This design comes from an exercise in tuning for small area, a short achievable clock period and few clock cycles per item on the open sky130 flow, not from production work.
In this exercise RTL edits were held to simulation tests only and were not proved equivalent to the original.

==> flow/design.v, too long to show whole: its modules and the start of the top module <==
// module pba_mul: 1970 lines
// module pba_acc: 705 lines
// module polygon_bounds_and_area: 206 lines
module polygon_bounds_and_area
#(
    parameter int MAX_VERTICES = 4096,
    parameter int COORD_BITS   = 24
)
(
    input  logic         clk,
    input  logic         rst_n,
    input  logic [48:0]  in_data,
    input  logic         in_valid,
    output logic         in_ready,
    output logic [173:0] out_data,
    output logic         out_valid,
    input  logic         out_ready
);
  // ...
==> flow/run.sh <==
#!/bin/bash
# synth_recipe.tcl (not shown) runs the flow's synth.tcl, then flattens the netlist and writes it again
# the make line also repeats each setting of config.mk as NAME=value (left out here)
make -C /OpenROAD-flow-scripts/flow DESIGN_CONFIG=/design/flow/config.mk WORK_HOME=/design/flow/orfs CLKGATE_MAP_FILE= SYNTH_SCRIPT=/design/flow/synth_recipe.tcl finish
==> flow/config.mk <==
export PLATFORM = sky130hd
export DESIGN_NAME = polygon_bounds_and_area
export DESIGN_NICKNAME = polygon_bounds_and_area
export VERILOG_FILES = /design/flow/design.v
export SDC_FILE = /design/flow/constraint.sdc
export NUM_CORES = 4
export LEC_CHECK = 0
export CAP_MARGIN = 20
export CORE_MARGIN = 2
export CORE_UTILIZATION = 40
export SLEW_MARGIN = 20
==> flow/constraint.sdc <==
create_clock -name core_clock -period 10.0 [get_ports {clk}]
set_input_delay 2.0000 -clock core_clock [delete_from_list [all_inputs] [get_ports {clk}]]
set_output_delay 2.0000 -clock core_clock [all_outputs]
set_load 0.01 [all_outputs]
==> summary.txt, run 1 <==
- The run finished with no timing, DRC or antenna violations.
- Row generation in the floorplan step produced 124 rows.
- After the first detailed-routing iteration, the DRC count stood at 3986.
- After synthesis, the largest family of logic cells by area is adder cells.
- The post-DP HPWL is between 100000 and 150000 um.
- The origin of the worst setup path is m2_fresh_reg.
- The number of distinct library cell variants in the gate-level netlist after synthesis is 79.
- The global routing stage identified its most utilized layer as met2.
- The post-synthesis cell count is 5098.
- The critical-path cell with the highest stage delay is buf_4.
- The number of buffers and inverters on the critical path is 3.
- The setup check on the worst reg-to-reg path leaves a slack of 4020 ps.
- The full die area is about 120000 um^2.
- The type of element capturing the critical path is a flop.
- The final-report hold violation count is 0.
- Relative to the synthesized area, the layout overhead comes to 11.5%.
- The number of pins exceeding their max-slew limit in the final report is 0.
- After detailed routing, the wire length on met1 is 63600 um.
- Timing would allow up to between 150 and 200 MHz.
- The synthesized netlist devotes under 10% of its cell area to simple gates.
- The terminating pin of the worst hold path is m2_close_reg.
- Leaving out filler cells and counting taps, the final layout contains 6614.
- The die height is 345 um.
- Global routing used 23.7% of the available tracks across all layers.
- The clock passes through at most 3 buffers.
- Multi-input logic gates represent a cell area share of approximately 54%.
- Once layout is complete, the utilization of the core stands at 45.1%.
- The met2 layer wire length in the routed design is ~64000 um.
- Entering global routing, the biggest net connects ~140 pins.
- The routed length per placed instance is 21.6 um.
- The fraction of final layout cells with drive strength greater than 1 is between 5 and 6%.
Testbench counts, summed over its fixed seeds: cycles 24,380, vertices 24,070.
==> run 2, diff against run 1 <==
--- a/flow/config.mk
+++ b/flow/config.mk
@@ -5,7 +5,9 @@
 export SDC_FILE = /design/flow/constraint.sdc
 export NUM_CORES = 4
 export LEC_CHECK = 0
+export ABC_CLOCK_PERIOD_IN_PS = 5000
 export CAP_MARGIN = 20
 export CORE_MARGIN = 2
 export CORE_UTILIZATION = 40
+export SETUP_SLACK_MARGIN = 5.0
 export SLEW_MARGIN = 20
==> run 2 against run 1 <==
Against the previous run:
- worst hold slack improved by 2.7 ps
- utilization rose by 1.4 points
- count of clock-buffer cells in the layout rose by 15
- wire length rose by 3.1%
- final cell count rose by 1.4%
- via count rose by 1.5%
- clock skew barely moved
- synthesized cell count did not move
- register-to-register slack improved by 970 ps
==> summary.txt, run 2 <==
- Result of the run: complete, no violations (unchanged).
- The later-pin clock latency in the skew report is 660 ps (about the same).
- The family of cells with the greatest summed delay on the critical path is compound AO/OA/AOI/OAI gates (was buffers and inverters).
- The routed length per placed instance was 22.0 um (was 21.6 um).
- The arrival time reported for the critical path endpoint is 5390 ps (was 6340 ps).
- The post-DP HPWL is 104000 um (was 103000 um).
- The post-synthesis cell count came to 5098 (unchanged).
- The final total negative setup slack came to 0 ps (unchanged).
- The number of enable flip-flop cells after synthesis is 472 (unchanged).
- The number of standard-cell rows in the floorplan is 124 (unchanged).
- The fraction of the mapped netlist area in adder cells is 24.0% (unchanged).
- The clock-pin slew on the worst setup and hold paths was 60 ps (about the same).
- The via total after detailed routing is 38200 (was 37600).
- The number of pins exceeding their max-slew limit in the final report is 0 (unchanged).
- The top-level I/O count is 229 (unchanged).
- Unrepaired setup endpoints after global routing: yes (was no).
- The core footprint is 115000 um^2 (unchanged).
- The cell count along the critical path came to 19 (unchanged).
- The worst reg2reg path endpoint was acc_reg[52] (was acc_reg[49]).
- The number of antenna violations at the first check in global routing is 1 (was 6).
- The flip-flop and latch count after synthesis is 479 (unchanged).
- The pin count of the biggest net entering global routing is 130 (was 143).
- The slack of the critical path is 5000 ps (was 4020 ps).
- The die height is 345 um (unchanged).
- The delay of the slowest cell on the worst path came to 500 ps (was 690 ps).
- The via count of the first global-routing pass is 35900 (about the same).
- The complex-gate fraction of the synthesized area is 20.1% (unchanged).
- The remaining routing DRC violations is 0 (unchanged).
- The simple-gate portion of the synthesized area came to 9.63% (unchanged).
- The worst slack on hold paths is 422 ps (was 420 ps).
- The startpoint kind of the worst setup timing path is a flop (unchanged).
- The origin of the worst setup path was m2_fresh_reg (unchanged).
- The worst-case clock buffer depth came to 3 (unchanged).
- The count of H-tree levels built during CTS is 2 (unchanged).
- The pre-CTS worst setup slack is 3390 ps (was 3900 ps).
- The number of nets in the final layout is 5850 (was 5753).
- The total clock sinks is 479 (unchanged).
- The final estimated routing congestion in global placement was 0.946 (was 0.914).
- The biggest fanout along the worst timing path is 8 (was 56).
- The average instance area after synthesis is 9.10 um^2 (unchanged).
- The total non-filler cell area in the finished layout is 53300 um^2 (was 51800 um^2).
- The worst slew margin relative to its limit is 33.8% (was 21.6%).
- The multiplexer share of the synthesized area is 4.23% (unchanged).
- The overflow left after global routing came to 0 (unchanged).
- The cell with the most instances after synthesis is inv_1 (unchanged).
- The type of element capturing the critical path is a flop (unchanged).
- The flip-flop count of the largest register, all copies and words added is 64 (unchanged).
- The die span in x came to 345 um (unchanged).
- The placement-stage cell area is 49700 um^2 (about the same).
- The number of nets in the synthesized netlist came to 5796 (unchanged).
- The share of the synthesized area in the top cell type is 30.5% (unchanged).
- The final period demand of the worst path was 5000 ps (was 5980 ps).
- The final clock skew was 34.5 ps (was 34.7 ps).
- The main combinational cell family by area after synthesis is adder cells (unchanged).
- Most frequent cells after synthesis: inv_1, edfxtp_1, a21oi_1, nand2_1, nor2_1 (unchanged).
- The share of async-settable or async-resettable flops after synthesis is 1.46% (unchanged).
- The synthesized area is 46400 um^2 (unchanged).
- Crit-path cells: buf_12 > buf_4 > nor2b_1 > fa_2 > ha_1 > a2111oi_4 > a211oi_4 > nor3_4 > nor4b_4 > o21ai_2 > nand2_2 > a41oi_2 > o31ai_2 > fa_2 > xor2_4 > nor4_4 > buf_6 > clkbuf_16 > o21ai_2 (was buf_4 > buf_4 > nor2b_1 > ha_1 > fa_1 > nor2b_1 > o211ai_1 > a211oi_2 > nor3_2 > nor4b_4 > o21ai_0 > nand2_1 > a41oi_1 > o31ai_1 > fa_1 > xor2_1 > nor4_4 > buf_4 > a21oi_1).
- The area overhead of the layout relative to synthesis is 15.0% (was 11.5%).
- The utilization after layout was 46.5% (was 45.1%).
- The clock tree from TritonCTS is yes (unchanged).
- The number of I/O port buffers is 228 (unchanged).
- Most used cells in the layout excluding fill and tap cells: inv_1, edfxtp_1, a21oi_1 (unchanged).
- The share of the yosys chip area belonging to registers is 30.9% (unchanged).
- The wire length of the first global-routing pass is 221000 um (was 218000 um).
- The setup violation total in the final timing report is 0 (unchanged).
- The effective utilization at floorplan is 40.5% (unchanged).
- The count of fill cells added during filler insertion came to 10800 (was 10900).
- The capture point of the critical path was acc_reg[52] (was acc_reg[49]).
- The data required time of the worst path was 10380 ps (was 10370 ps).
- The full die area came to 119000 um^2 (unchanged).
- The fraction of final layout cells with drive strength greater than 1 is 9.49% (was 5.98%).
- The root cell of the clock tree was clkbuf_16 (unchanged).
- The final critical-path share of the clock period is 50.0% (was 59.8%).
- The critical-path cell with the highest stage delay is fa_2 (was buf_4).
- The number of nets with antenna violations after routing was 0 (unchanged).
- Largest cells by area after synthesis: edfxtp_1, fa_1, ha_1 (unchanged).
- The detailed-router iteration count before antenna repair was 6 (unchanged).
- The post-detailed-routing wire length is 148000 um (was 143000 um).
- The commonest non-fill, non-tap cell in the layout was inv_1 (unchanged).
- The cell accounting for the most synthesized area is edfxtp_1 (unchanged).
- The reg-to-reg critical path startpoint is m2_fresh_reg (unchanged).
- The number of warning messages in the yosys log is 1 (unchanged).
- The transition time at the pin with the least slew margin came to 993 ps (was 1180 ps).
- The reg-to-reg setup timing slack came to 5000 ps (was 4020 ps).
- The number of buffers created by CTS is 56 (was 55).
- The DRC marker count from the first detailed-route iteration is 3567 (was 3986).
- The number of distinct library cell variants in the gate-level netlist after synthesis is 79 (unchanged).
- The type of the tightest min-delay check is reg2reg (unchanged).
- The final-report hold violation count came to 0 (unchanged).
- The predominant post-synthesis flop cell is edfxtp_1 (unchanged).
- The start-to-end type of the worst setup path was reg2reg (unchanged).
- The post-synthesis share of cell area spent on xor and xnor gates is 2.28% (unchanged).
- The number of max-cap violations is 0 (unchanged).
- The maximum achievable frequency was 200 MHz (was 167 MHz).
- The per-cell via count in the routed design is 5.70 (was 5.69).
- The number of buffers and inverters on the critical path is 4 (was 3).
- The count of inserted antenna diode cells is 0 (unchanged).
- The total global-route track usage is 24.1% (was 23.7%).
- The cell count of the worst reg-to-reg path was 19 (unchanged).
[run 2: cell counts after synthesis]
No cell type changed its count.
[run 2: worst min path at each step]
stage                    from            to  slack, ps  cells past startpoint
2_1_floorplan    m1_close_reg  m2_close_reg        400                      0
3_3_place_gp     m1_close_reg  m2_close_reg        410                      0
3_5_place_dp     m1_close_reg  m2_close_reg        410                      0
4_1_cts          m1_close_reg  m2_close_reg        430                      0
5_1_grt        prev_y_reg[13]  m2_y_reg[13]        440                      0
6_report         m1_close_reg  m2_close_reg        420                      0
[run 2: metrics by stage]
step	cells
after global placement	6506
after detailed placement	6506
after floorplan	5098
after global routing	6709
after CTS	6633
final	6709
[run 2: per-layer routing]
metal,up-vias,global-route usage [%],wire length [um]
li1,17800,-,-
met1,18700,35.1,65600
met2,1505,37.4,66000
met3,260,3.44,11200
met4,0,6.66,4750
met5,-,0,0
[run 2: final cells by class]
class	count	area [um^2]	area share, %
multi-input combinational	3543	28400	53.3
sequential	479	14400	26.9
timing repair buffer	423	4260	7.99
inverter	647	2530	4.74
tap	1512	1890	3.55
clock buffer	71	1470	2.75
clock inverter	32	403	0.755
timing repair inverter	2	13.8	0.0258
[run 2: worst register-to-register path: cells and delay by family, from the launching register on]
family          cells  cell delay (ps)
simple gates        5              830
compound gates      6             1220
buf+inv             4              860
flops               1              440
xor+xnor            1              190
fa+ha+maj           3             1200
[run 2: cells by family after synthesis]
| kind of cell | Yosys count |
|---|---|
| compound gates | 1510 |
| xor+xnor | 121 |
| fa+ha+maj | 702 |
| buf+inv | 1076 |
| flops | 479 |
| mux | 189 |
| simple gates | 1021 |
[run 2: what timing repair did]
item	4_1_cts	5_1_grt
pin swaps	8	20
setup endpoints to repair	133	135
cloned	6	11
gates resized for setup	64	142
setup buffers	18	65
hold buffers	0	0
==> module polygon_bounds_and_area, before the edit <==
module polygon_bounds_and_area
#(
    parameter int MAX_VERTICES = 4096,
    parameter int COORD_BITS   = 24
)
(
    input  logic         clk,
    input  logic         rst_n,
    input  logic [48:0]  in_data,
    input  logic         in_valid,
    output logic         in_ready,
    output logic [173:0] out_data,
    output logic         out_valid,
    input  logic         out_ready
);
    localparam int W = COORD_BITS;
    localparam logic [12:0] COUNT_MAX = 13'(MAX_VERTICES);
    logic signed [W-1:0] in_x;
    logic signed [W-1:0] in_y;
    logic                in_last;
    assign in_x    = in_data[48:25];
    assign in_y    = in_data[24:1];
    assign in_last = in_data[0];
    logic [1:0]          st_reg;         
    logic                pend_reg;       
    logic [1:0]          pend_n_reg;     
    logic                hold_reg;       
    logic signed [W-1:0] first_x_reg;
    logic signed [W-1:0] first_y_reg;
    logic signed [W-1:0] prev_x_reg;
    logic signed [W-1:0] prev_y_reg;
    logic                m1_valid_reg;
    logic                m1_close_reg;   
    logic                m1_fresh_reg;   
    logic [W:0]          m1_a_reg;
    logic [W:0]          m1_b_reg;
    logic                m2_valid_reg;
    logic                m2_close_reg;
    logic                m2_fresh_reg;
    logic [49:0]         m2_r0_reg;
    logic [49:0]         m2_r1_reg;
    logic                m2_hi50_reg;
    logic                m2_hi51_reg;
    logic signed [W-1:0] m2_x_reg;
    logic signed [W-1:0] m2_y_reg;
    logic signed [63:0]  acc_reg;
    logic                ovf_reg;
    logic signed [W-1:0] min_x_reg;
    logic signed [W-1:0] min_y_reg;
    logic signed [W-1:0] max_x_reg;
    logic signed [W-1:0] max_y_reg;
    logic [12:0]         cnt_reg;
    logic                out_valid_reg;
    logic                stall;
    logic                take;
    logic                issue_term;
    logic signed [W-1:0] op_x;
    logic signed [W-1:0] op_y;
    logic [49:0]         mul_r0;
    logic [49:0]         mul_r1;
    logic                mul_hi50;
    logic                mul_hi51;
    logic                proc;
    logic [63:0]         base;
    logic                base_ovf;
    logic [64:0]         mac_sum;
    logic                sat_hit;
    logic [63:0]         acc_next;
    logic signed [W-1:0] bx_lo;
    logic signed [W-1:0] bx_hi;
    logic signed [W-1:0] by_lo;
    logic signed [W-1:0] by_hi;
    assign stall    = out_valid_reg && !out_ready;
    assign in_ready = !stall && !(pend_reg && pend_n_reg != 2'd3) && !hold_reg;
    assign take     = in_valid && in_ready;
    assign issue_term = take && (st_reg != 2'd0);
    assign op_x       = pend_reg ? first_x_reg : in_x;
    assign op_y       = pend_reg ? first_y_reg : in_y;
    always_ff @(posedge clk or negedge rst_n)
    begin
        if (!rst_n)
        begin
            st_reg       <= 2'd0;
            pend_reg     <= 1'b0;
            hold_reg     <= 1'b0;
            m1_valid_reg <= 1'b0;
            m2_valid_reg <= 1'b0;
        end
        else if (!stall)
        begin
            if (take)
            begin
                st_reg <= in_last ? 2'd0 : ((st_reg == 2'd0) ? 2'd1 : 2'd2);
            end
            pend_reg     <= take && in_last;
            hold_reg     <= pend_reg && (pend_n_reg == 2'd1);
            m1_valid_reg <= pend_reg || issue_term;
            m2_valid_reg <= m1_valid_reg;
        end
    end
    always_ff @(posedge clk)
    begin
        if (!stall)
        begin
            m1_a_reg     <= {op_y[W-1], op_y} + {prev_y_reg[W-1], prev_y_reg};
            m1_b_reg     <= {op_x[W-1], op_x} - {prev_x_reg[W-1], prev_x_reg};
            m1_close_reg <= pend_reg;
            m1_fresh_reg <= pend_reg ? (pend_n_reg == 2'd1) : (st_reg == 2'd1);
        end
        if (take)
        begin
            prev_x_reg <= in_x;
            prev_y_reg <= in_y;
            if (in_last)
            begin
                pend_n_reg <= st_reg + 2'd1;
            end
            if (st_reg == 2'd0)
            begin
                first_x_reg <= in_x;
                first_y_reg <= in_y;
            end
        end
    end
    pba_mul u_mul (
        .a    (m1_a_reg),
        .b    (m1_b_reg),
        .r0   (mul_r0),
        .r1   (mul_r1),
        .hi50 (mul_hi50),
        .hi51 (mul_hi51)
    );
    always_ff @(posedge clk)
    begin
        if (!stall)
        begin
            m2_close_reg <= m1_close_reg;
            m2_fresh_reg <= m1_fresh_reg;
            m2_r0_reg    <= mul_r0;
            m2_r1_reg    <= mul_r1;
            m2_hi50_reg  <= mul_hi50;
            m2_hi51_reg  <= mul_hi51;
            m2_x_reg     <= prev_x_reg;
            m2_y_reg     <= prev_y_reg;
        end
    end
    assign proc     = m2_valid_reg && !stall;
    assign base     = m2_fresh_reg ? 64'd0 : acc_reg;
    assign base_ovf = !m2_fresh_reg && ovf_reg;
    pba_acc u_acc (
        .base (base),
        .r0   (m2_r0_reg),
        .r1   (m2_r1_reg),
        .hi50 (m2_hi50_reg),
        .hi51 (m2_hi51_reg),
        .s    (mac_sum)
    );
    assign sat_hit  = mac_sum[64] != mac_sum[63];
    assign acc_next = sat_hit ? {mac_sum[64], {63{!mac_sum[64]}}} : mac_sum[63:0];
    always_comb
    begin
        bx_lo = m2_fresh_reg ? first_x_reg : min_x_reg;
        bx_hi = m2_fresh_reg ? first_x_reg : max_x_reg;
        by_lo = m2_fresh_reg ? first_y_reg : min_y_reg;
        by_hi = m2_fresh_reg ? first_y_reg : max_y_reg;
    end
    always_ff @(posedge clk or negedge rst_n)
    begin
        if (!rst_n)
        begin
            out_valid_reg <= 1'b0;
        end
        else
        begin
            out_valid_reg <= (proc && m2_close_reg) || stall;
        end
    end
    always_ff @(posedge clk)
    begin
        if (proc)
        begin
            if (!base_ovf)
            begin
                acc_reg <= acc_next;
            end
            ovf_reg <= base_ovf || sat_hit;
            if (!m2_close_reg || m2_fresh_reg)
            begin
                min_x_reg <= (m2_x_reg < bx_lo) ? m2_x_reg : bx_lo;
                max_x_reg <= (m2_x_reg > bx_hi) ? m2_x_reg : bx_hi;
                min_y_reg <= (m2_y_reg < by_lo) ? m2_y_reg : by_lo;
                max_y_reg <= (m2_y_reg > by_hi) ? m2_y_reg : by_hi;
            end
            if (m2_fresh_reg)
            begin
                cnt_reg <= m2_close_reg ? 13'd1 : 13'd2;
            end
            else if (!m2_close_reg && cnt_reg != COUNT_MAX)
            begin
                cnt_reg <= cnt_reg + 13'd1;
            end
        end
    end
    assign out_valid = out_valid_reg;
    assign out_data  = {acc_reg, min_x_reg, min_y_reg, max_x_reg, max_y_reg, cnt_reg, ovf_reg};
endmodule
==> run 3, diff against run 2 <==
--- a/flow/design.v
+++ b/flow/design.v
@@ -2723,7 +2723,8 @@
     logic                m2_hi51_reg;
     logic signed [W-1:0] m2_x_reg;
     logic signed [W-1:0] m2_y_reg;
-    logic signed [63:0]  acc_reg;
+    logic [63:0]         acc_reg;
+    logic                dir_reg;        
     logic                ovf_reg;
     logic signed [W-1:0] min_x_reg;
     logic signed [W-1:0] min_y_reg;
@@ -2745,7 +2746,7 @@
     logic                base_ovf;
     logic [64:0]         mac_sum;
     logic                sat_hit;
-    logic [63:0]         acc_next;
+    logic [63:0]         area_out;
     logic signed [W-1:0] bx_lo;
     logic signed [W-1:0] bx_hi;
     logic signed [W-1:0] by_lo;
@@ -2836,7 +2837,6 @@
         .s    (mac_sum)
     );
     assign sat_hit  = mac_sum[64] != mac_sum[63];
-    assign acc_next = sat_hit ? {mac_sum[64], {63{!mac_sum[64]}}} : mac_sum[63:0];
     always_comb
     begin
         bx_lo = m2_fresh_reg ? first_x_reg : min_x_reg;
@@ -2861,7 +2861,8 @@
         begin
             if (!base_ovf)
             begin
-                acc_reg <= acc_next;
+                acc_reg <= mac_sum[63:0];
+                dir_reg <= mac_sum[64];
             end
             ovf_reg <= base_ovf || sat_hit;
             if (!m2_close_reg || m2_fresh_reg)
@@ -2882,5 +2883,6 @@
         end
     end
     assign out_valid = out_valid_reg;
-    assign out_data  = {acc_reg, min_x_reg, min_y_reg, max_x_reg, max_y_reg, cnt_reg, ovf_reg};
+    assign area_out  = ovf_reg ? {dir_reg, {63{!dir_reg}}} : acc_reg;
+    assign out_data  = {area_out, min_x_reg, min_y_reg, max_x_reg, max_y_reg, cnt_reg, ovf_reg};
 endmodule
==> run 3 against run 2 <==
Against the previous run:
- still clean
- design area is 1.3% lower
- count of clock-buffer cells in the layout is 5 lower
- die area is 0.53% higher
- register-to-register slack better by 130 ps
- wire length is 0.54% lower
- sequential share of layout area is 0.41 points higher
- fmax is 1.1% higher
- critical path type is now in2out
==> summary.txt, run 3 <==
- The start-to-end type of the worst setup path is in2out (was reg2reg).
- The share of the synthesized area in the top cell type was 30.4% (was 30.5%).
- The number of hold-repair buffers added at the cts stage is 0 (unchanged).
- Largest cells by area after synthesis: edfxtp_1, fa_1, ha_1 (unchanged).
- Crit-path cells: clkdlybuf4s50_1 > nor2b_4 > a211oi_4 > buf_2 (was buf_12 > buf_4 > nor2b_1 > fa_2 > ha_1 > a2111oi_4 > a211oi_4 > nor3_4 > nor4b_4 > o21ai_2 > nand2_2 > a41oi_2 > o31ai_2 > fa_2 > xor2_4 > nor4_4 > buf_6 > clkbuf_16 > o21ai_2).
- The overflow left after global routing came to 0 (unchanged).
- The delay of the slowest cell on the worst path is 500 ps (about the same).
- The biggest fanout along the worst timing path is 7 (was 8).
- The total global-route track usage is 24.0% (was 24.1%).
- The final total negative setup slack is 0 ps (unchanged).
- The number of buffers created by CTS is 57 (was 56).
- The per-cell via count in the routed design is 5.69 (was 5.70).
- The number of distinct library cell variants in the gate-level netlist after synthesis was 77 (was 79).
- The number of nets with antenna violations after routing is 0 (unchanged).
- The flip-flop count of the largest register, all copies and words added is 64 (unchanged).
- The routed length on met3 is 12800 um (was 11200 um).
- The via count of the first global-routing pass was 36700 (was 35900).
- The top routing layer in use is met5 (was met4).
- The remaining routing DRC violations is 0 (unchanged).
- The share of the yosys chip area belonging to registers is 30.8% (was 30.9%).
- The final period demand of the worst path came to 4950 ps (was 5000 ps).
- The final-report hold violation count came to 0 (unchanged).
- The startpoint kind of the worst setup timing path is an input port (was flop).
- The later-pin clock latency in the skew report came to 670 ps (was 660 ps).
- The number of I/O port buffers is 228 (unchanged).
- The data required time of the worst path came to 8000 ps (was 10380 ps).
- The setup violation total in the final timing report is 0 (unchanged).
- The area overhead of the layout relative to synthesis is 12.8% (was 15.0%).
- The type of the tightest min-delay check is reg2reg (unchanged).
- The routed length per placed instance is 21.9 um (was 22.0 um).
- The pre-CTS worst setup slack is 4450 ps (was 3390 ps).
- Unrepaired setup endpoints after global routing: yes (unchanged).
- The via total after detailed routing is 38200 (about the same).
- The final standard cell count with taps included and fillers excluded is 6710 (was 6709).
- The full die area is 119000 um^2 (about the same).
- The die height came to 346 um (was 345 um).
- Most frequent cells after synthesis: inv_1, edfxtp_1, a21oi_1, nor2_1 (was inv_1, edfxtp_1, a21oi_1, nand2_1, nor2_1).
- The count of fill cells added during filler insertion is 11100 (was 10800).
- The type of element capturing the critical path is an output pin (was flop).
- The core footprint is 116000 um^2 (was 115000 um^2).
- The count of H-tree levels built during CTS came to 2 (unchanged).
- The slack of the critical path is 5050 ps (was 5000 ps).
- The total clock sinks came to 480 (was 479).
- The final critical-path share of the clock period came to 49.5% (was 50.0%).
- The root cell of the clock tree was clkbuf_16 (unchanged).
- The number of nets in the synthesized netlist is 5839 (was 5796).
- The DRC marker count from the first detailed-route iteration is 4156 (was 3567).
- The flip-flop and latch count after synthesis is 480 (was 479).
- The number of max-cap violations was 0 (unchanged).
- The final estimated routing congestion in global placement is 0.947 (was 0.946).
- The pin count of the biggest net entering global routing is 90 (was 130).
- The number of warning messages in the yosys log is 1 (unchanged).
- The top-level I/O count is 229 (unchanged).
- The detailed-route wire length on metal 1 came to 65700 um (was 65600 um).
- Most used cells in the layout excluding fill and tap cells: inv_1, edfxtp_1, a21oi_1 (unchanged).
- The critical-path cell with the highest stage delay is clkdlybuf4s50_1 (was fa_2).
- The post-synthesis cell count is 5142 (was 5098).
- The number of nets in the final layout is 5833 (was 5850).
- The number of pins exceeding their max-slew limit in the final report is 0 (unchanged).
- The met2 layer wire length in the routed design is 64600 um (was 66000 um).
- The transition time at the pin with the least slew margin is 1070 ps (was 993 ps).
- The final clock skew is 32.5 ps (was 34.5 ps).
- The total placed cells including tap cells was 6549 (was 6506).
- The number of antenna violations at the first check in global routing is 3 (was 1).
- The average instance area after synthesis is 9.07 um^2 (was 9.10 um^2).
- Result of the run: complete, no violations (unchanged).
- The worst slew margin relative to its limit is 28.4% (was 33.8%).
- The clock-pin slew on the worst setup and hold paths is 60 ps (about the same).
- The number of standard-cell rows in the floorplan came to 125 (was 124).
- The post-detailed-routing wire length was 147000 um (was 148000 um).
- The synthesized area is 46700 um^2 (was 46400 um^2).
- The commonest non-fill, non-tap cell in the layout is inv_1 (unchanged).
- The predominant post-synthesis flop cell is edfxtp_1 (unchanged).
- The wire length of the first global-routing pass was 224000 um (was 221000 um).
- The fraction of final layout cells with drive strength greater than 1 is 7.43% (was 9.49%).
- The effective utilization at floorplan is 40.3% (was 40.5%).
- The arrival time reported for the critical path endpoint is 2950 ps (was 5390 ps).
- The cell with the most instances after synthesis was inv_1 (unchanged).
- The share of async-settable or async-resettable flops after synthesis came to 1.46% (about the same).
- The clock tree from TritonCTS was yes (unchanged).
- The die span in x is 346 um (was 345 um).
- The cell accounting for the most synthesized area is edfxtp_1 (unchanged).
- The detailed-router iteration count before antenna repair is 6 (unchanged).
- The post-DP HPWL is 104000 um (about the same).
- The worst-case clock buffer depth is 3 (unchanged).
- The number of enable flip-flop cells after synthesis was 473 (was 472).
- The maximum achievable frequency is 202 MHz (was 200 MHz).
run 3: changes by cell type in the layout (fill, tap and decap cells not counted), sizes merged, moves of 13 or more:
cell / previous run / this run
inv: 636 / 608
mux2: 56 / 78
mux2i: 133 / 85
a21o: 52 / 34
buf: 183 / 151
a21oi: 479 / 458
nor2: 372 / 385
nand3: 69 / 85
o21a: 18 / 81
o221ai: 11 / 60
run 3: logic make-up after synthesis:
family                     Yosys count  share of synthesized area [%]
adders and majority gates          698                           23.7
DFF                                480                           30.8
muxes                              163                           3.71
xor gates and xnor gates           123                           2.31
AOI/OAI and AO/OA                 1572                           21.1
and+or+nand+nor                   1040                           9.68
buffers and inverters             1066                           8.65
run 3: area by class of cell:
cell class                 count  area, um^2  area share (%)
clock buffer                  66        1490            2.83
clock inverter                42         428           0.813
tap                         1524        1910            3.62
multi-input combinational   3596       28400            54.0
antenna                        1        2.50         0.00475
timing repair buffer         381        3620            6.88
inverter                     620        2390            4.54
sequential                   480       14400            27.3
run 3: worst paths after layout:
kind                         startpoint            end  slack [ps]  cells after the start
min in group asynchronous         rst_n  out_valid_reg        1610                      1
max                           out_ready       in_ready        5050                      4
min                        m1_close_reg   m2_close_reg         430                      0
max in group asynchronous         rst_n       pend_reg        8110                      1
min reg2reg                m1_close_reg   m2_close_reg         430                      0
max reg2reg                 m1_b_reg[9]  m2_r1_reg[33]        5130                     13
run 3: routing by layer:
layer	GRT usage [%]	up-vias
li1	-	17900
met1	35.0	18400
met2	36.7	1671
met3	3.90	201
met4	6.40	2
met5	0	-
run 3: timing repair:
item / 4_1_cts / 5_1_grt
resized for setup: 39 / 49
pin swaps: 3 / 4
buffers inserted: 12 / 39
gates cloned: 0 / 1
hold endpoints to repair: 0 / 0
endpoints found under the setup margin: 85 / 75
run 3: through the flow:
step | hold WS [ps] | cell area (um^2) | utilization (%)
2_1_floorplan | 400 | 46700 | -
3_3_place_gp | 407 | 50000 | 43.1
3_5_place_dp | 406 | 50000 | 43.1
4_1_cts | 433 | 52100 | 45.0
5_1_grt | 437 | 52600 | 45.4
6_report | 431 | 52600 | 45.4
run 3: worst max-delay path, delay by kind of cell:
kind	cells	cell delay [ps]
AO/OA/AOI/OAI	1	200
AND/OR/NAND/NOR	1	80
buffers and inverters	2	670
Testbench counts of run 3, summed over its fixed seeds: cycles 24,380, vertices 24,070.
==> run 4, diff against run 3 <==
==> flow/flow/run.sh (new file) <==
#!/bin/bash
# The standard layout (standard.sh: standard synthesis, floorplan, place, CTS, route,
# finish), with two settings changed:
#  - port buffers are sky130_fd_sc_hd__buf_1 (the resizer may still upsize them).
# The full make output goes to standard.log in the work folder; ORFS's per-step logs stay
# under orfs/logs.
set -euo pipefail
export SETUP_SLACK_MARGIN=5.6
export BUFFER_PORTS_ARGS="-buffer_cell sky130_fd_sc_hd__buf_1"
bash standard.sh > standard.log 2>&1
==> flow/standard.sh (new file) <==
#!/bin/bash
# synth_recipe.tcl (not shown) runs the flow's synth.tcl, then flattens the netlist and writes it again
# the make line also repeats each setting of config.mk as NAME=value (left out here)
make -C /OpenROAD-flow-scripts/flow DESIGN_CONFIG=/design/flow/config.mk WORK_HOME=/design/flow/orfs CLKGATE_MAP_FILE= SYNTH_SCRIPT=/design/flow/synth_recipe.tcl "${@:-finish}"
--- a/flow/config.mk
+++ b/flow/config.mk
@@ -9,5 +9,4 @@
 export CAP_MARGIN = 20
 export CORE_MARGIN = 2
 export CORE_UTILIZATION = 40
-export SETUP_SLACK_MARGIN = 5.0
 export SLEW_MARGIN = 20
removed: flow/run.sh
==> run 4 against run 3 <==
Against the previous run:
- via count rose by 5.2%
- critical path type is now reg2reg
- highest routed layer unchanged
- flip-flop and latch count unchanged
- critical path depth is 10 higher
- clock skew is 19 ps higher
- still clean
- fmax up 9.4%
==> summary.txt, run 4 <==
- The type of element capturing the critical path is a flop (was output pin).
- The area overhead of the layout relative to synthesis was 17.2% (was 12.8%).
- The slack of the critical path came to 5470 ps (was 5050 ps).
- The detailed-router iteration count before antenna repair is 8 (was 6).
- The root cell of the clock tree is clkbuf_16 (unchanged).
- Crit-path cells: buf_12 > clkinvlp_4 > buf_12 > o311a_1 > o22ai_2 > fa_2 > fa_1 > inv_2 > fa_2 > fa_1 > inv_2 > fa_1 > inv_2 > fa_2 (was clkdlybuf4s50_1 > nor2b_4 > a211oi_4 > buf_2).
- The post-detailed-routing wire length is 160000 um (was 147000 um).
- The flip-flop and latch count after synthesis is 480 (unchanged).
- The number of nets in the synthesized netlist is 5839 (unchanged).
- The biggest fanout along the worst timing path is 3 (was 7).
- The core footprint is 116000 um^2 (unchanged).
- The number of distinct library cell variants in the gate-level netlist after synthesis is 77 (unchanged).
- The clock-pin slew on the worst setup and hold paths was 80 ps (was 60 ps).
- The launch instance of the worst min-delay path is prev_y_reg[19] (was m1_close_reg).
- The met1 demand-to-capacity share in global routing is 35.7% (was 35.0%).
- The worst reg2reg path endpoint is m2_r1_reg[26] (was m2_r1_reg[33]).
- The number of standard-cell rows in the floorplan is 125 (unchanged).
- The pre-CTS worst setup slack is 4480 ps (was 4450 ps).
- The full die area is 119000 um^2 (unchanged).
- The total global-route track usage is 25.0% (was 24.0%).
- The setup violation total in the final timing report came to 0 (unchanged).
- The share of the yosys chip area belonging to registers was 30.8% (unchanged).
- The later-pin clock latency in the skew report came to 670 ps (about the same).
- The synthesized area was 46700 um^2 (unchanged).
- The count of H-tree levels built during CTS is 2 (unchanged).
- The cell count of the worst reg-to-reg path is 14 (was 13).
- The final-report hold violation count is 0 (unchanged).
- Most frequent cells after synthesis: inv_1, edfxtp_1, a21oi_1, nor2_1 (unchanged).
- The cell with the most instances after synthesis was inv_1 (unchanged).
- The origin of the worst setup path is m1_b_reg[2] (was out_ready).
- The reg-to-reg setup timing slack is 5470 ps (was 5130 ps).
- The clock tree from TritonCTS is yes (unchanged).
- The number of enable flip-flop cells after synthesis is 473 (unchanged).
- The die span in x was 346 um (unchanged).
- Most used cells in the layout excluding fill and tap cells: inv_1, edfxtp_1, a21oi_1 (unchanged).
- The commonest non-fill, non-tap cell in the layout is inv_1 (unchanged).
- The pin count of the biggest net entering global routing was 82 (was 90).
- The flip-flop count of the largest register, all copies and words added came to 64 (unchanged).
- The transition time at the pin with the least slew margin was 982 ps (was 1070 ps).
- The arrival time reported for the critical path endpoint came to 4920 ps (was 2950 ps).
- The routed length per placed instance is 23.4 um (was 21.9 um).
- The startpoint kind of the worst setup timing path is a flop (was input port).
- The fraction of met3 tracks used by global routing came to 5.29% (was 3.90%).
- The remaining routing DRC violations was 0 (unchanged).
- The total clock sinks is 480 (unchanged).
- Unrepaired setup endpoints after global routing: yes (unchanged).
- The depth of the worst hold-timing path is 0 (unchanged).
- The number of I/O port buffers is 228 (unchanged).
- The utilization after layout is 47.2% (was 45.4%).
- The via count of the first global-routing pass is 37300 (was 36700).
- The final estimated routing congestion in global placement is 0.956 (was 0.947).
- The share of async-settable or async-resettable flops after synthesis was 1.46% (unchanged).
- The capture point of the critical path is m2_r1_reg[26] (was in_ready).
- The die height is 346 um (unchanged).
- The number of warning messages in the yosys log is 1 (unchanged).
- The worst slew margin relative to its limit is 34.5% (was 28.4%).
- The number of antenna violations at the first check in global routing came to 3 (unchanged).
- Largest cells by area after synthesis: edfxtp_1, fa_1, ha_1 (unchanged).
- The post-DP HPWL is 104000 um (about the same).
- The met2 routing resource usage after global routing is 37.6% (was 36.7%).
- The number of pins exceeding their max-slew limit in the final report was 0 (unchanged).
- The effective utilization at floorplan was 40.3% (unchanged).
- The fraction of final layout cells with drive strength greater than 1 is 14.1% (was 7.43%).
- The post-synthesis cell count came to 5142 (unchanged).
- The overflow left after global routing came to 0 (unchanged).
- Result of the run: complete, no violations (unchanged).
- The top-level I/O count is 229 (unchanged).
- The start-to-end type of the worst setup path is reg2reg (was in2out).
- The average instance area after synthesis was 9.07 um^2 (unchanged).
- The DRC marker count from the first detailed-route iteration is 4764 (was 4156).
- The final critical-path share of the clock period is 45.3% (was 49.5%).
- The final total negative setup slack is 0 ps (unchanged).
- The wire length of the first global-routing pass is 232000 um (was 224000 um).
- The number of nets with antenna violations after routing came to 0 (unchanged).
- The type of the tightest min-delay check is reg2reg (unchanged).
- The final clock skew was 51.8 ps (was 32.5 ps).
- The per-cell via count in the routed design came to 5.86 (was 5.69).
- The final period demand of the worst path is 4530 ps (was 4950 ps).
- The data required time of the worst path is 10400 ps (was 8000 ps).
- The delay of the slowest cell on the worst path is 560 ps (was 500 ps).
- The cell accounting for the most synthesized area is edfxtp_1 (unchanged).
- The number of max-cap violations came to 0 (unchanged).
- The count of inserted antenna diode cells is 0 (was 1).
- The maximum achievable frequency was 221 MHz (was 202 MHz).
- The share of the synthesized area in the top cell type is 30.4% (unchanged).
- The worst-case clock buffer depth is 3 (unchanged).
- The number of buffers created by CTS is 58 (was 57).
- The via total after detailed routing is 40200 (was 38200).
- The number of nets in the final layout is 5980 (was 5833).
- The busiest layer in global routing is met2 (unchanged).
- The predominant post-synthesis flop cell is edfxtp_1 (unchanged).
- The critical-path cell with the highest stage delay is fa_1 (was clkdlybuf4s50_1).
- The reg-to-reg critical path startpoint is m1_b_reg[2] (was m1_b_reg[9]).
run 4: cell counts after synthesis:
No cell type changed its count.
run 4: repair_timing:
action | CTS | global route
resized for setup | 233 | 290
gates cloned | 28 | 18
hold buffers | 0 | 0
setup endpoints to repair | 191 | 135
pin swaps | 22 | 98
setup buffers | 89 | 64
run 4: cell type report:
type	instances	area [um^2]
Timing Repair inverter	1	7.51
Sequential cell	480	14400
Clock inverter	40	352
Timing Repair Buffer	519	4680
Fill cell	10800	61200
Tap cell	1524	1910
Clock buffer	68	1490
Inverter	620	2430
Multi-Input combinational cell	3603	29400
run 4: metal layers:
| layer | up-vias | share of wire, % |
|---|---|---|
| met3 | 368 | 10 |
| li1 | 18300 | - |
| met1 | 19400 | 42 |
| met5 | - | 0.013 |
| met4 | 4 | 4.0 |
| met2 | 2056 | 43 |
run 4: critical path: cells and delay by family, from the launching register on:
kind | cells | cell delay, ps
buf+inv | 6 | 580
flops | 1 | 400
fa+ha+maj | 6 | 2810
compound gates | 2 | 490
run 4: per-stage QoR:
step,std cells,hold WS [ps],instance area (um^2)
floorplan,5142,400,46700
global placement,6548,402,48500
detailed placement,6548,405,48500
CTS,6773,415,52800
global route,6855,423,54700
finish,6855,416,54700
run 4: how the worst min path moves through the flow:
| stage | endpoint | slack [ps] |
|---|---|---|
| 2_1_floorplan | m2_close_reg | 400 |
| 3_3_place_gp | m2_close_reg | 400 |
| 3_5_place_dp | m2_close_reg | 410 |
| 4_1_cts | m2_y_reg[19] | 420 |
| 5_1_grt | m2_close_reg | 420 |
| 6_report | m2_y_reg[19] | 420 |
run 4: kinds of logic after synthesis:
family,Yosys count,synth area share (%)
buffers and inverters,1066,8.65
AO/OA/AOI/OAI,1572,21.1
flip-flops,480,30.8
XOR/XNOR,123,2.31
AND/OR/NAND/NOR,1040,9.68
adder cells (fa/ha/maj),698,23.7
multiplexers,163,3.71
==> run 5, diff against run 4 <==
--- a/flow/config.mk
+++ b/flow/config.mk
@@ -5,7 +5,7 @@
 export SDC_FILE = /design/flow/constraint.sdc
 export NUM_CORES = 4
 export LEC_CHECK = 0
-export ABC_CLOCK_PERIOD_IN_PS = 5000
+export ABC_AREA = 1
 export CAP_MARGIN = 20
 export CORE_MARGIN = 2
 export CORE_UTILIZATION = 40
==> run 5 against run 4 <==
Against the previous run:
- still clean
- sequential share of layout area grew 4.0 points
- via count is 20% lower
- design area fell by 13%
==> summary.txt, run 5 <==
- Result of the run: complete, no violations (unchanged).
- The top-level I/O count is 229 (unchanged).
- The full die area came to 105000 um^2 (was 119000 um^2).
- The placement-stage cell area is 43100 um^2 (was 48500 um^2).
- The setup violation total in the final timing report is 0 (unchanged).
- The reg-to-reg setup timing slack is 5500 ps (was 5470 ps).
- The DRC marker count from the first detailed-route iteration was 3067 (was 4764).
- The total global-route track usage was 23.6% (was 25.0%).
- The commonest non-fill, non-tap cell in the layout is inv_1 (unchanged).
- The die span in x came to 324 um (was 346 um).
- The start-to-end type of the worst setup path is reg2reg (unchanged).
- Unrepaired setup endpoints after global routing: yes (unchanged).
- The predominant post-synthesis flop cell is edfxtp_1 (unchanged).
- The final estimated routing congestion in global placement is 0.962 (was 0.956).
- The wire length of the first global-routing pass is 189000 um (was 232000 um).
- The core footprint is 102000 um^2 (was 116000 um^2).
- Largest cells by area after synthesis: edfxtp_1, fa_1, ha_1 (unchanged).
- The number of nets in the final layout is 5341 (was 5980).
- The number of I/O port buffers came to 228 (unchanged).
- The simple-gate portion of the synthesized area came to 10.3% (was 9.68%).
- The complex-gate fraction of the synthesized area is 11.4% (was 21.1%).
- The number of warning messages in the yosys log is 1 (unchanged).
- The worst slack on hold paths is 419 ps (was 416 ps).
- The number of antenna violations at the first check in global routing is 2 (was 3).
- The transition time at the pin with the least slew margin is 1120 ps (was 982 ps).
- The post-detailed-routing wire length is 126000 um (was 160000 um).
- The fraction of final layout cells with drive strength greater than 1 was 10.7% (was 14.1%).
- The startpoint kind of the worst setup timing path is a flop (unchanged).
- The number of enable flip-flop cells after synthesis was 473 (unchanged).
- The clock-pin slew on the worst setup and hold paths is 70 ps (was 80 ps).
- The count of fill cells added during filler insertion is 9680 (was 10800).
- The number of max-cap violations is 0 (unchanged).
- The root cell of the clock tree is clkbuf_16 (unchanged).
- The die height was 324 um (was 346 um).
- The final critical-path share of the clock period is 45.0% (was 45.3%).
- The area overhead of the layout relative to synthesis is 16.2% (was 17.2%).
- The type of element capturing the critical path is a flop (unchanged).
- Most used cells in the layout excluding fill and tap cells: inv_1, nand2_1, edfxtp_1 (was inv_1, edfxtp_1, a21oi_1).
- The number of standard-cell rows in the floorplan was 117 (was 125).
- The via count of the first global-routing pass is 31900 (was 37300).
- The number of hold-repair buffers added at the cts stage was 0 (unchanged).
- The main combinational cell family by area after synthesis is adder cells (unchanged).
- The arrival time reported for the critical path endpoint is 4910 ps (was 4920 ps).
- The final standard cell count with taps included and fillers excluded was 6062 (was 6855).
- The total non-filler cell area in the finished layout is 47500 um^2 (was 54700 um^2).
- The multiplexer share of the synthesized area is 0.0490% (was 3.71%).
- The share of the yosys chip area belonging to registers was 35.2% (was 30.8%).
- The count of H-tree levels built during CTS was 2 (unchanged).
- The number of buffers created by CTS is 57 (was 58).
- The worst-case clock buffer depth is 3 (unchanged).
- The footprint of the flip-flops and latches is 14400 um^2 (unchanged).
- The footprint of the multi-input gates is 23300 um^2 (was 29400 um^2).
- The effective utilization at floorplan is 40.2% (was 40.3%).
- The number of nets in the synthesized netlist is 5062 (was 5839).
- The final clock skew is 37.5 ps (was 51.8 ps).
- The type of the tightest min-delay check is reg2reg (unchanged).
- The biggest fanout along the worst timing path is 7 (was 3).
- The synthesized area is 40900 um^2 (was 46700 um^2).
- The number of distinct library cell variants in the gate-level netlist after synthesis is 50 (was 77).
- The routed length per placed instance was 20.8 um (was 23.4 um).
- The final total negative setup slack was 0 ps (unchanged).
- The final period demand of the worst path is 4500 ps (was 4530 ps).
- The post-synthesis share of cell area spent on xor and xnor gates is 7.52% (was 2.31%).
- The worst slew margin relative to its limit is 25.4% (was 34.5%).
- The total placed cells including tap cells is 5802 (was 6548).
- The cell accounting for the most synthesized area is edfxtp_1 (unchanged).
- The detailed-router iteration count before antenna repair is 6 (was 8).
- The cell with the most instances after synthesis is inv_1 (unchanged).
- The flip-flop count of the largest register, all copies and words added is 64 (unchanged).
- The overflow left after global routing was 0 (unchanged).
- The per-cell via count in the routed design is 5.29 (was 5.86).
- The data required time of the worst path is 10400 ps (about the same).
- The final-report hold violation count is 0 (unchanged).
- The average instance area after synthesis is 9.36 um^2 (was 9.07 um^2).
- The number of pins exceeding their max-slew limit in the final report is 0 (unchanged).
- The remaining routing DRC violations is 0 (unchanged).
- The number of nets with antenna violations after routing came to 0 (unchanged).
- The total clock sinks is 480 (unchanged).
- The post-DP HPWL is 84600 um (was 104000 um).
- The clock tree from TritonCTS was yes (unchanged).
- The post-synthesis cell count is 4365 (was 5142).
- The share of the synthesized area in the top cell type is 34.8% (was 30.4%).
- The maximum achievable frequency is 222 MHz (was 221 MHz).
- The share of async-settable or async-resettable flops after synthesis was 1.46% (unchanged).
- The via total after detailed routing is 32100 (was 40200).
- The later-pin clock latency in the skew report is 680 ps (was 670 ps).
- Most frequent cells after synthesis: inv_1, nand2_1, edfxtp_1, fa_1, xor2_1 (was inv_1, edfxtp_1, a21oi_1, nor2_1).
- The flip-flop and latch count after synthesis was 480 (unchanged).
- The fraction of the mapped netlist area in adder cells is 25.8% (was 23.7%).
- The pin count of the biggest net entering global routing is 175 (was 82).
-- run 5: path summary, 6_finish.rpt --
| check | to | from | cells past startpoint |
|---|---|---|---|
| worst max register to register | m2_r1_reg[25] | m1_b_reg[1] | 13 |
| worst min register to register | m2_close_reg | m1_close_reg | 0 |
| min in group asynchronous | hold_reg | rst_n | 1 |
| worst max-delay path | m2_r1_reg[25] | m1_b_reg[1] | 13 |
| max in group asynchronous | out_valid_reg | rst_n | 1 |
| worst min-delay path | m2_close_reg | m1_close_reg | 0 |
-- run 5: cell families after synthesis --
kind of cell	count (synthesis)
buf+inv	1048
mux	2
flops	480
fa+ha+maj	644
compound gates	801
xor+xnor	351
simple gates	1039
-- run 5: stage by stage --
step | setup WS (ps) | utilization [%]
finish | 5500 | 46.7
global route | 5410 | 46.7
detailed placement | 4660 | 42.4
CTS | 5510 | 45.5
global placement | 4710 | 42.4
floorplan | 4430 | -
-- run 5: what timing repair did --
action / 4_1_cts / 5_1_grt
setup endpoints to repair: 214 / 125
buffers inserted: 61 / 53
resized for setup: 127 / 165
pin swaps: 19 / 39
gates cloned: 26 / 11
-- run 5: critical path: stages (launching register included) --
cell	delay (ps)
edfxtp_1	400
buf_12	140
buf_4	160
clkinvlp_4	160
nand2_1	120
a21boi_1	410
ha_1	330
fa_1	510
fa_1	540
inv_1	60
fa_1	410
fa_1	510
inv_1	50
fa_1	430
-- run 5: routing by layer --
layer	track usage, %	part of all wire, %	vias up
li1	-	-	14800
met1	31.1	41	15400
met2	37.7	45	1505
met3	5.00	9.1	374
met4	9.59	5.1	2
met5	0	0.042	-
-- run 5: final cells by class --
| cell class | instances | area share (%) |
|---|---|---|
| diodes | 2 | 0.0105 |
| clock buffers | 75 | 3.35 |
| clock inverters | 32 | 0.619 |
| inverters | 835 | 7.09 |
| multi-input cells | 2842 | 49.0 |
| flip-flops and latches | 480 | 30.3 |
| well taps | 1368 | 3.61 |
| repair buffers | 411 | 5.76 |
| repair inverters | 17 | 0.242 |
==> run 6, diff against run 5 <==
--- a/flow/flow/run.sh
+++ b/flow/flow/run.sh
@@ -5,6 +5,6 @@
 # The full make output goes to standard.log in the work folder; ORFS's per-step logs stay
 # under orfs/logs.
 set -euo pipefail
-export SETUP_SLACK_MARGIN=5.6
+export SETUP_SLACK_MARGIN=5.3
 export BUFFER_PORTS_ARGS="-buffer_cell sky130_fd_sc_hd__buf_1"
 bash standard.sh > standard.log 2>&1
==> run 6 against run 5 <==
Against the previous run:
- clock skew rose by 9.8 ps
- worst hold slack improved by 1.7 ps
- final cell count fell by 1.6%
- critical path type unchanged
- largest cell class unchanged
==> summary.txt, run 6 <==
- The number of distinct library cell variants in the gate-level netlist after synthesis came to 50 (unchanged).
- Most used cells in the layout excluding fill and tap cells: inv_1, nand2_1, edfxtp_1 (unchanged).
- The delay of the slowest cell on the worst path came to 720 ps (was 540 ps).
- The overflow left after global routing is 0 (unchanged).
- The die height is 324 um (unchanged).
- The footprint of the flip-flops and latches is 14400 um^2 (unchanged).
- The worst reg2reg path endpoint is m2_r1_reg[32] (was m2_r1_reg[25]).
- The biggest fanout along the worst timing path is 11 (was 7).
- The count of H-tree levels built during CTS is 2 (unchanged).
- The type of the tightest min-delay check is reg2reg (unchanged).
- The final estimated routing congestion in global placement is 0.968 (was 0.962).
- The synthesized area is 40900 um^2 (unchanged).
- The root cell of the clock tree is clkbuf_16 (unchanged).
- The DRC marker count from the first detailed-route iteration is 2844 (was 3067).
- The later-pin clock latency in the skew report is 670 ps (was 680 ps).
- The simple-gate portion of the synthesized area was 10.3% (unchanged).
- The number of nets with antenna violations after routing is 0 (unchanged).
- The main combinational cell family by area after synthesis is adder cells (unchanged).
- Unrepaired setup endpoints after global routing: yes (unchanged).
- The effective utilization at floorplan came to 40.2% (unchanged).
- The critical-path cell with the highest stage delay is clkinvlp_2 (was fa_1).
- Crit-path cells: clkinvlp_2 > o22ai_1 > xor2_1 > fa_1 > fa_1 > fa_1 > fa_1 > inv_1 > fa_1 (was buf_12 > buf_4 > clkinvlp_4 > nand2_1 > a21boi_1 > ha_1 > fa_1 > fa_1 > inv_1 > fa_1 > fa_1 > inv_1 > fa_1).
- The slack of the critical path was 5320 ps (was 5500 ps).
- The wire length of the first global-routing pass came to 183000 um (was 189000 um).
- The transition time at the pin with the least slew margin is 1100 ps (was 1120 ps).
- The reg-to-reg critical path startpoint is m1_a_reg[17] (was m1_b_reg[1]).
- The fraction of the mapped netlist area in adder cells was 25.8% (unchanged).
- The predominant post-synthesis flop cell is edfxtp_1 (unchanged).
- The share of the synthesized area in the top cell type is 34.8% (unchanged).
- The final critical-path share of the clock period came to 46.8% (was 45.0%).
- The number of standard-cell rows in the floorplan is 117 (unchanged).
- The arrival time reported for the critical path endpoint came to 5070 ps (was 4910 ps).
- The cell type with the highest occurrence count on the critical path is fa_1 (unchanged).
- The share of the yosys chip area belonging to registers came to 35.2% (unchanged).
- Most frequent cells after synthesis: inv_1, nand2_1, edfxtp_1, fa_1, xor2_1 (unchanged).
- The flip-flop and latch count after synthesis is 480 (unchanged).
- The post-synthesis share of cell area spent on xor and xnor gates is 7.52% (unchanged).
- Result of the run: complete, no violations (unchanged).
- The share of async-settable or async-resettable flops after synthesis is 1.46% (unchanged).
- The total global-route track usage was 22.6% (was 23.6%).
- The post-DP HPWL is 85000 um (was 84600 um).
- The clock-pin slew on the worst setup and hold paths was 60 ps (was 70 ps).
- The complex-gate fraction of the synthesized area is 11.4% (unchanged).
- The fraction of final layout cells with drive strength greater than 1 is 6.55% (was 10.7%).
- The number of I/O port buffers came to 228 (unchanged).
- The pin count of the biggest net entering global routing was 177 (was 175).
- The flip-flop count of the largest register, all copies and words added was 64 (unchanged).
- The worst slew margin relative to its limit is 26.5% (was 25.4%).
- The reg-to-reg setup timing slack is 5320 ps (was 5500 ps).
- The cell with the most instances after synthesis was inv_1 (unchanged).
- The final period demand of the worst path is 4680 ps (was 4500 ps).
- The clock tree from TritonCTS is yes (unchanged).
- The routed length per placed instance is 20.0 um (was 20.8 um).
- The terminating pin of the worst hold path is m2_close_reg (unchanged).
- The per-cell via count in the routed design is 5.24 (was 5.29).
- The final-report hold violation count was 0 (unchanged).
- The number of nets in the final layout is 5245 (was 5341).
- The start-to-end type of the worst setup path is reg2reg (unchanged).
- The footprint of the multi-input gates is 22700 um^2 (was 23300 um^2).
- The die span in x is 324 um (unchanged).
- The worst-case clock buffer depth is 3 (unchanged).
- The type of element capturing the critical path is a flop (unchanged).
- The maximum achievable frequency is 213 MHz (was 222 MHz).
- The via count of the first global-routing pass is 31200 (was 31900).
- The pre-CTS worst setup slack came to 4540 ps (was 4660 ps).
- The startpoint kind of the worst setup timing path is a flop (unchanged).
- The final clock skew is 47.3 ps (was 37.5 ps).
- The commonest non-fill, non-tap cell in the layout is inv_1 (unchanged).
- The number of pins exceeding their max-slew limit in the final report is 0 (unchanged).
- The setup violation total in the final timing report came to 0 (unchanged).
- The number of nets in the synthesized netlist is 5062 (unchanged).
- The count of fill cells added during filler insertion is 9839 (was 9680).
- The launch instance of the worst min-delay path is m1_close_reg (unchanged).
- The depth of the worst hold-timing path is 0 (unchanged).
- The cell count of the worst reg-to-reg path is 9 (was 13).
- The number of enable flip-flop cells after synthesis is 473 (unchanged).
- The area overhead of the layout relative to synthesis is 12.1% (was 16.2%).
- The top-level I/O count is 229 (unchanged).
- The final total negative setup slack was 0 ps (unchanged).
- The multiplexer share of the synthesized area came to 0.0490% (unchanged).
- The remaining routing DRC violations is 0 (unchanged).
- The detailed-router iteration count before antenna repair is 6 (unchanged).
- The cell accounting for the most synthesized area is edfxtp_1 (unchanged).
- The number of buffers created by CTS is 56 (was 57).
- The average instance area after synthesis is 9.36 um^2 (unchanged).
- The post-synthesis cell count was 4365 (unchanged).
- The post-detailed-routing wire length is 119000 um (was 126000 um).
- The number of warning messages in the yosys log was 1 (unchanged).
- The full die area is 105000 um^2 (unchanged).
- Largest cells by area after synthesis: edfxtp_1, fa_1, ha_1 (unchanged).
- The number of hold-repair buffers added at the cts stage is 0 (unchanged).
- The data required time of the worst path is 10390 ps (was 10400 ps).
- The total clock sinks is 480 (unchanged).
- The number of max-cap violations is 0 (unchanged).
- The via total after detailed routing is 31300 (was 32100).
- The number of antenna violations at the first check in global routing is 3 (was 2).
- The core footprint is 102000 um^2 (unchanged).
run 6: logic make-up (layout without fill, tap and decap cells):
kind of cell               count (synthesis)  after routing
muxes                                      2              2
AOI/OAI and AO/OA                        801            801
and+or+nand+nor                         1039           1041
other                                      0              1
adders and majority gates                644            644
buffers and inverters                   1048           1277
xor gates and xnor gates                 351            351
DFF                                      480            480
run 6: worst max path at each step:
| stage | slack, ps | cells past startpoint | start | to |
|---|---|---|---|---|
| floorplan | 4430 | 2 | out_ready | m1_a_reg[0] |
| CTS | 5240 | 15 | m1_b_reg[15] | m2_r1_reg[25] |
| global route | 5250 | 15 | m1_b_reg[1] | m2_r1_reg[26] |
| detailed placement | 4540 | 12 | m1_b_reg[19] | m2_r1_reg[28] |
| global placement | 4560 | 13 | m1_b_reg[19] | m2_r1_reg[25] |
| finish | 5320 | 9 | m1_a_reg[17] | m2_r1_reg[32] |
run 6: area by class of cell:
cell class                 count  area share (%)
antenna                        1         0.00546
clock buffer                  67            3.28
clock inverter                39           0.868
inverter                     835            7.13
multi-input combinational   2839            49.5
sequential                   480            31.4
tap                         1368            3.74
timing repair buffer         328            3.97
timing repair inverter         8           0.101
run 6: worst max-delay path, delay by kind of cell (launching register included):
| family | cells | cell delay [ps] |
|---|---|---|
| xor+xnor | 1 | 210 |
| buf+inv | 2 | 770 |
| fa+ha+maj | 5 | 2370 |
| flops | 1 | 650 |
| compound gates | 1 | 400 |
run 6: stage by stage:
step | std cells | utilization (%) | area (um^2) | hold WS [ps]
3_5_place_dp | 5807 | 42.4 | 43100 | 407
5_1_grt | 5964 | 45.1 | 45800 | 420
2_1_floorplan | 4365 | - | 40900 | 400
3_3_place_gp | 5807 | 42.4 | 43100 | 402
6_report | 5965 | 45.1 | 45800 | 420
4_1_cts | 5940 | 44.7 | 45400 | 421
run 6: what timing repair did:
item | in CTS | in global routing
cloned | 7 | 9
pin swaps | 2 | 10
buffers inserted | 20 | 14
setup endpoints to repair | 199 | 100
resized for setup | 55 | 50
run 6: routing by layer:
layer / track usage (%) / routed length [um] / share of wire, %
met1: 30.2 / 50400 / 42
met2: 36.5 / 55000 / 46
met3: 4.20 / 9120 / 7.6
met4: 8.72 / 4640 / 3.9
met5: 0 / 25 / 0.021

[what the ideal ports hide]
No port has a modelled driver above. Below, the same layouts with a new extraction and two added sets of constraints.
Step 1: set_driving_cell puts a clkbuf_16 on clk and a buf_2 on each other input, an assumption about the parent block.
Step 2 adds t to the input delays and takes it off the output delays; t is the mean of the earliest and latest rising clock arrival at the registers after step 1. Input paths then give back, and output paths get back, about the clock's delay inside the block.
Slacks: ideal ports / drivers / drivers and shift; pairs: ideal ports / drivers.
run | t, ns | slack for setup (ns) | slew at the worst register clock pin (ns)
run 1 | 0.718 | 4.023 / 4.023 / 4.023 | 0.09 / 0.09
run 2 | 0.715 | 4.996 / 4.996 / 4.583 | 0.08 / 0.08
run 3 | 0.727 | 5.048 / 5.024 / 4.528 | 0.06 / 0.06
run 4 | 0.722 | 5.474 / 5.470 / 4.981 | 0.08 / 0.08
run 5 | 0.726 | 5.495 / 5.495 / 5.116 | 0.07 / 0.07
run 6 | 0.713 | 5.316 / 5.316 / 5.308 | 0.07 / 0.07
After both steps every run listed still meets setup and hold. The setup slack of run 3, which loses most, moves by -0.024 ns with the drivers and by -0.520 ns with both steps.
